Context: an optimization exercise on an open-source flow, tuned for small area, a short achievable clock period and few clock cycles per item. The choices shown serve that exercise and are no tape-out recipe. In this exercise RTL edits were held to simulation tests only and were not proved equivalent to the original. Power figures rest on the tool's default switching activity, not on a simulated workload.

== job 101 ==
Design sorted_term_accumulator_unit, start of the top module:
module sorted_term_accumulator_unit #(
	parameter int TABLE_DEPTH = stac_pkg::DEFAULT_TABLE_DEPTH
) (
	input  logic                                clk,
	input  logic                                arst_n,
	input  logic                                in_valid,
	output logic                                in_stall,
	input  logic        [1:0]                   opcode,
	input  logic signed [stac_pkg::COEF_W-1:0]  coefficient,
	input  logic        [stac_pkg::EXP_W-1:0]   exponent,
	output logic                                out_valid,
	input  logic                                out_stall,
	output logic signed [stac_pkg::COEF_W-1:0]  term_coefficient,
	output logic        [stac_pkg::EXP_W-1:0]   term_exponent,
	output logic        [1:0]                   status,
	output logic                                last
);
	localparam int N  = TABLE_DEPTH;
	localparam int CW = stac_pkg::COEF_W;
	localparam int EW = stac_pkg::EXP_W;
	logic                 item_v_q;
	logic [1:0]           item_op_q;
	logic signed [CW-1:0] item_c_q;
	logic [EW-1:0]        item_e_q;
	logic [N-1:0]         item_sel_q;   
	logic                 item_eq_q;    
	logic [N-1:0]         valid_q;      
	logic                 hold_q;       
	logic                 m_v_q;
	logic                 m_write_q;    
	logic                 m_term_q;     
	logic [N-1:0]         m_sel_q;
	logic signed [CW-1:0] m_rd_q;       
	logic signed [CW-1:0] m_c_q;        
	logic [EW-1:0]        m_exp_q;
	stac_pkg::status_t    m_status_q;
	logic                 m_last_q;
	logic                 out_valid_q;
	logic signed [CW-1:0] res_coef_q;
	logic [EW-1:0]        res_exp_q;
	stac_pkg::status_t    res_status_q;
	logic                 res_last_q;
	logic adv, exec, done, accept, dump_step, hold_d;
  ...
make LEC_CHECK=0 CAP_MARGIN=20 CORE_MARGIN=2 CORE_UTILIZATION=40 CTS_BUF_LIST=sky130_fd_sc_hd__clkbuf_8 CTS_CLUSTER_SIZE=30 SETUP_SLACK_MARGIN=2.8 SLEW_MARGIN=20 finish   # period 6.0 ns
run.sh (not shown) runs the stock make flow with config.mk's settings and CLKGATE_MAP_FILE= SYNTH_SCRIPT=/design/flow/synth_recipe.tcl, a recipe that flattens the netlist after the stock synthesis.
Job 101 ran to completion and came out clean on the timing, design-rule and antenna checks.
Testbench counts of job 101, summed over its fixed seeds: cycles 8,948, items 5,750.
--- input diff job 101..job 102 ---
diff --git a/flow/config.mk b/flow/config.mk
--- a/flow/config.mk
+++ b/flow/config.mk
@@ -13 +13 @@
-export SETUP_SLACK_MARGIN = 2.8
+export SETUP_SLACK_MARGIN = 3.0
@@ -14,0 +15 @@
+export TNS_END_PERCENT = 10
### Flow results
Looking at the reports, job 102 completed the entire flow and the layout it produced met the timing, design-rule and antenna checks.
Job 102 vs. job 101: initial antenna violation count down 2, combined area of the multi-input logic cells down about 4.3%.
Compared with job 101, job 102 shows number of buffers added by the clock tree synthesis step that has gone down slightly.
Job 102 ends up with a final worst-path cycle share that is 0.80 points lower than in job 101.
Clock share of power is higher on job 102
The average wire length per cell after detail routing of job 102 falls short of that of job 101 by 3.8%.


== try-fjord ==
sorted_term_accumulator_unit again, from the RTL that the note above started with.
clock: 6.0 ns
lec_check: 0
cap_margin: 20
core_margin: 2
core_utilization: 40
cts_buf_list: sky130_fd_sc_hd__clkbuf_8
cts_cluster_size: 30
setup_slack_margin: 3.0
slew_margin: 20
The final layout from try-fjord, which completed every stage, passed the timing, design-rule and antenna checks at the end of the flow.
Testbench counts of try-fjord, summed over its fixed seeds: cycles 8,948, items 5,750.
--- input diff try-fjord..try-indigo ---
# try-fjord
export LEC_CHECK = 0
export CAP_MARGIN = 20
export CORE_MARGIN = 2
export CORE_UTILIZATION = 40
export CTS_BUF_LIST = sky130_fd_sc_hd__clkbuf_8
export CTS_CLUSTER_SIZE = 30
export SETUP_SLACK_MARGIN = 3.0
export SLEW_MARGIN = 20
create_clock -name core_clock -period 6.0 [get_ports {clk}]
# try-indigo
export LEC_CHECK = 0
export CAP_MARGIN = 20
export CORE_MARGIN = 2
export CORE_UTILIZATION = 40
export CTS_BUF_LIST = sky130_fd_sc_hd__clkbuf_4
export CTS_CLUSTER_SIZE = 30
export SETUP_SLACK_MARGIN = 3.0
export SLEW_MARGIN = 20
create_clock -name core_clock -period 6.0 [get_ports {clk}]
- [try-indigo] clock latency reported for the late side of the worst-skew pair rose 270 ps relative to try-fjord
- Non-clock buffer count for try-indigo: 22 down relative to try-fjord
- Wire length on met2 sits lower in try-indigo than in try-fjord.
The inputs of try-raven differ from those of try-indigo as listed below.
# try-indigo
export LEC_CHECK = 0
export CAP_MARGIN = 20
export CORE_MARGIN = 2
export CORE_UTILIZATION = 40
export CTS_BUF_LIST = sky130_fd_sc_hd__clkbuf_4
export CTS_CLUSTER_SIZE = 30
export SETUP_SLACK_MARGIN = 3.0
export SLEW_MARGIN = 20
create_clock -name core_clock -period 6.0 [get_ports {clk}]
# try-raven
export LEC_CHECK = 0
export CAP_MARGIN = 20
export CORE_MARGIN = 2
export CORE_UTILIZATION = 55
export CTS_BUF_LIST = sky130_fd_sc_hd__clkbuf_8
export CTS_CLUSTER_SIZE = 30
export SETUP_SLACK_MARGIN = 3.0
export SLEW_MARGIN = 20
export TNS_END_PERCENT = 10
create_clock -name core_clock -period 6.0 [get_ports {clk}]
Findings:
sky130_fd_sc_hd__edfxtp_1 as the cell with the biggest individual delay on the critical path was reported by try-indigo, and sky130_fd_sc_hd__a2111o_1 by try-raven.
Going from try-indigo to try-raven, final area shrinks by about 2.7%.
After synthesis and placement, the instance count of try-raven is below that of try-indigo.
Layout overhead on the synthesized area sits lower in try-raven than in try-indigo.

## port drivers added, routing unchanged
The results above use ideal ports. As a check the final layouts listed here were re-extracted and re-timed, cells and wires unchanged.
Step 1 sets driving cells, clkbuf_16 on the clock port and buf_2 on the other inputs (assumed; they add their load-dependent delay and slew).
Step 2 times the ports against the registers' clock, not the clock port: input delays grow and output delays shrink by t, the midpoint of the rising clock arrivals with the driver on.
Slacks: no drivers / after step 1 / after step 2; pairs: no drivers / after step 1.
run | t, ns | setup slack, ns | worst hold slack (ns) | worst setup path after step 2 | worst data-port slew with drivers (ns)
job 101 | 0.769 | 2.493 / 2.493 / 2.056 | 0.416 / 0.416 / 0.416 | input to register | 0.04
job 102 | 0.766 | 2.540 / 2.540 / 1.970 | 0.435 / 0.435 / 0.435 | input to register | 0.04
try-fjord | 0.783 | 2.605 / 2.605 / 2.281 | 0.421 / 0.421 / 0.421 | input to register | 0.04
try-indigo | 1.042 | 2.556 / 2.556 / 2.232 | 0.421 / 0.421 / 0.421 | input to register | 0.04
try-raven | 0.756 | 2.485 / 2.485 / 1.866 | 0.428 / 0.428 / 0.428 | input to register | 0.05
After both steps every run listed still meets setup and hold. The setup slack of try-raven, which loses most, moves by 0.000 ns with the drivers and by -0.619 ns with both steps.
